Source: an optimization exercise on an open RTL-to-GDS flow (aim: small area and a short achievable clock period). Production flows keep margins and buffers that such runs may drop. In this exercise RTL edits were held to simulation tests only and were not proved equivalent to the original. No driver is modelled on the clock port, so clocking that relies on it looks cheaper here than on a real chip.

## xenon
// rgb_to_hsl_converter_core
module rgb_to_hsl_converter_core #(
  parameter int HUE_BITS = 12
) (
  input  logic                clk,
  input  logic                rst,
  input  logic                start,
  output logic                busy,
  input  logic [23:0]         pixel,
  output logic                done,
  output logic [HUE_BITS-1:0] hue,
  output logic [7:0]          saturation,
  output logic [7:0]          lightness,
  output logic                achromatic
);
Size: about 2400 cells after synthesis, about 660 flip-flops, about 58 I/O pins, ~0.026 sq mm of cells after synthesis.
export LEC_CHECK = 0
export CAP_MARGIN = 20
export CORE_MARGIN = 2
export CORE_UTILIZATION = 60
export CTS_CLUSTER_DIAMETER = 150
export CTS_CLUSTER_SIZE = 30
export SETUP_SLACK_MARGIN = 2.9
export SLEW_MARGIN = 20
create_clock -name core_clock -period 5.2 [get_ports {clk}]
run.sh (not shown) runs the stock make flow with config.mk's settings and CLKGATE_MAP_FILE= SYNTH_SCRIPT=/design/flow/synth_recipe.tcl, a recipe that flattens the netlist after the stock synthesis.
Edits applied to the flow inputs when going from xenon to quartz:
Settings: CTS_CLUSTER_SIZE removed (was 30); SETUP_SLACK_MARGIN changed from 2.9 to 3.1; CTS_CLUSTER_DIAMETER removed (was 150); CORE_UTILIZATION changed from 60 to 40.
quartz did not stop at any stage, and its layout met the timing, DRC and antenna checks. A area-dominant cell class after layout of registers is what xenon shows, while multi-input gates belongs to quartz.
> inputs changed (quartz -> harbor)
Settings: swapping 3.1 for 2.85 in SETUP_SLACK_MARGIN; putting CTS_CLUSTER_SIZE at 30 where nothing was set; putting CTS_CLUSTER_DIAMETER at 150 where nothing was set.
==> run notes <==
- harbor completed every stage of the flow, and the final layout passed the timing, DRC and antenna checks.
- The weighted congestion reported at the end of routability-driven placement in harbor sits 2.0% below the value recorded for quartz.
- harbor and quartz ended up with nearly the same layout multi-input combinational cell count.
- harbor vs quartz: final cell count down
- Register share of the cell area: harbor higher than quartz
- Upper clock frequency limit ends up lower on quartz.
- Looking at global-route usage across harbor and quartz, the one that comes out lower is harbor.
Setup changes, harbor to indigo
Settings: a change of CORE_UTILIZATION from 40 to 60; an added PLACE_DENSITY of 0.8.
### Flow results
indigo | status: complete | timing, DRC, antenna: pass. Routed wire length on met3, harbor and indigo: higher on indigo. More vias were needed by indigo than by harbor. [compare] base=harbor new=indigo: die outline height went down 47 um, maximum frequency went down about 1.5%, largest driver fanout on the critical path went up 2.
Edits applied to the flow inputs when going from indigo to raven:
Settings: removing CTS_CLUSTER_SIZE (formerly 30); removing CTS_CLUSTER_DIAMETER (formerly 150); changing CORE_UTILIZATION from 60 to 40; removing PLACE_DENSITY (formerly 0.8); changing SETUP_SLACK_MARGIN from 2.85 to 2.9.
--- outcome ---
- | number of optimization iterations in the first detailed-route pass | higher: indigo |
- In raven relative to indigo, number of well taps had gone up by more than a quarter.
- Re delay of the slowest cell on the worst path: indigo and raven aren't equal, and the lower value belongs to raven.
- Going from indigo to raven, peak clock frequency supported by timing climbed 0.0096 GHz, cell area has increased, final non-filler cell total went up.

* * *

Another version of the RTL of rgb_to_hsl_converter_core (not shown whole).
Size in the first run: ~2,700 cells after synthesis, about 620 flip-flops, ~0.025 mm² of cells after synthesis.
==> flow/design.v (excerpt) <==
module rgb_to_hsl_converter_core #(
  parameter int HUE_BITS = 12
) (
  input  logic                clk,
  input  logic                rst,
  input  logic                start,
  output logic                busy,
  input  logic [23:0]         pixel,
  output logic                done,
  output logic [HUE_BITS-1:0] hue,
  output logic [7:0]          saturation,
  output logic [7:0]          lightness,
  output logic                achromatic
);
  assign busy = rst;
  logic rst_q;
  always_ff @(posedge clk) rst_q <= rst;
  logic       valid_in;
  logic [7:0] r_in, g_in, b_in;
  always_ff @(posedge clk) begin
    if (rst) valid_in <= 1'b0;
    else     valid_in <= start;
  end
  always_ff @(posedge clk) begin
    r_in <= pixel[23:16];
    g_in <= pixel[15:8];
    b_in <= pixel[7:0];
  end
  logic f1_rg, f1_rb, f1_gb, f1_bg, f1_red, f1_blu, f1_grn;
  logic [5:0] f1_x;
  logic [2:0] f1_hs, f1_ls, f1_ps, f1_qs;
  logic [1:0] f1_j;
  assign f1_rg = r_in >= g_in;
  assign f1_rb = r_in >= b_in;
  assign f1_gb = g_in >= b_in;
  assign f1_bg = b_in >= g_in;
  assign f1_red = f1_rg & f1_rb;
  assign f1_blu = ~f1_red & f1_bg;
  assign f1_grn = ~f1_red & ~f1_bg;
  assign f1_x[0] = f1_red & f1_gb;
  ...
export LEC_CHECK = 0
export ABC_AREA = 1
export CAP_MARGIN = 20
export CORE_MARGIN = 2
export CORE_UTILIZATION = 40
export CTS_CLUSTER_DIAMETER = 150
export CTS_CLUSTER_SIZE = 30
export SETUP_SLACK_MARGIN = 3.15
export SLEW_MARGIN = 20
create_clock -name core_clock -period 5.2 [get_ports {clk}]
The starting point finished with timing, DRC and antenna clean.
Edit:
- SETUP_SLACK_MARGIN: 3.15 -> 2.85
Worst hold slack is about the same.
Clock skew hardly moves.
Global-route usage barely changes.
Edit:
- ABC_AREA: 1 -> default
Fmax falls by about 2%.
Final area rises by 4.7%.
Sequential share of layout area falls by 1.7 points.
Clock skew falls by 0.014 ns.
Register-to-register slack gets worse by 0.13 ns.
Cell count falls by 11%.
Routed wire length falls by 6.4%.
Edit:
- ABC_AREA: default -> 1
- SETUP_SLACK_MARGIN: 2.85 -> 3.0
What happened: First-iteration DRC count climbs by 59%; cell count climbs by 13%; clock skew climbs by 0.014 ns; worst setup slack gets better by 0.094 ns; die area climbs by about 0.9%; area after synthesis climbs by 0.92%; fmax climbs by about 4%; final area drops by 4.2%; hold slack gets worse by 0.017 ns.
Edit:
- SETUP_SLACK_MARGIN: 3.0 -> 2.92
=> The changed run finished with timing, DRC and antenna clean. Via count hardly moves. Cell area barely changes. Hold slack hardly moves.

separate check: timing with driven ports:
No port has a modelled driver above. Below, the same layouts with a new extraction and two added sets of constraints. Step 1, drivers: a clkbuf_16 drives clk and a buf_2 each remaining input, both assumed. Step 2, shift: input delay + t, output delay - t, t = (earliest + latest rising clock arrival at the registers) / 2. This alone moves slack from input paths to output paths. Three values: no drivers, after step 1, after step 2; two values: the first two.
run	t (ns)	setup slack, ns	worst setup path at the end
xenon	0.635	2.896 / 2.873 / 2.873	input to output
quartz	0.655	2.852 / 2.852 / 2.852	register to register
harbor	0.650	2.860 / 2.852 / 2.852	input to output
indigo	0.633	2.824 / 2.824 / 2.824	register to register
raven	0.653	2.877 / 2.853 / 2.853	input to output
the first run of note 2	0.651	2.919 / 2.882 / 2.882	input to output
the second run of note 2	0.639	2.873 / 2.852 / 2.852	input to output
the third run of note 2	0.629	2.823 / 2.823 / 2.823	register to register
the fourth run of note 2	0.637	2.917 / 2.875 / 2.875	input to output
the fifth run of note 2	0.637	2.910 / 2.878 / 2.878	input to output
After both steps setup and hold are still met in every run listed. For the fourth run of note 2, which loses most, drivers alone change the setup slack by -0.042 ns; drivers and shift together by -0.042 ns.
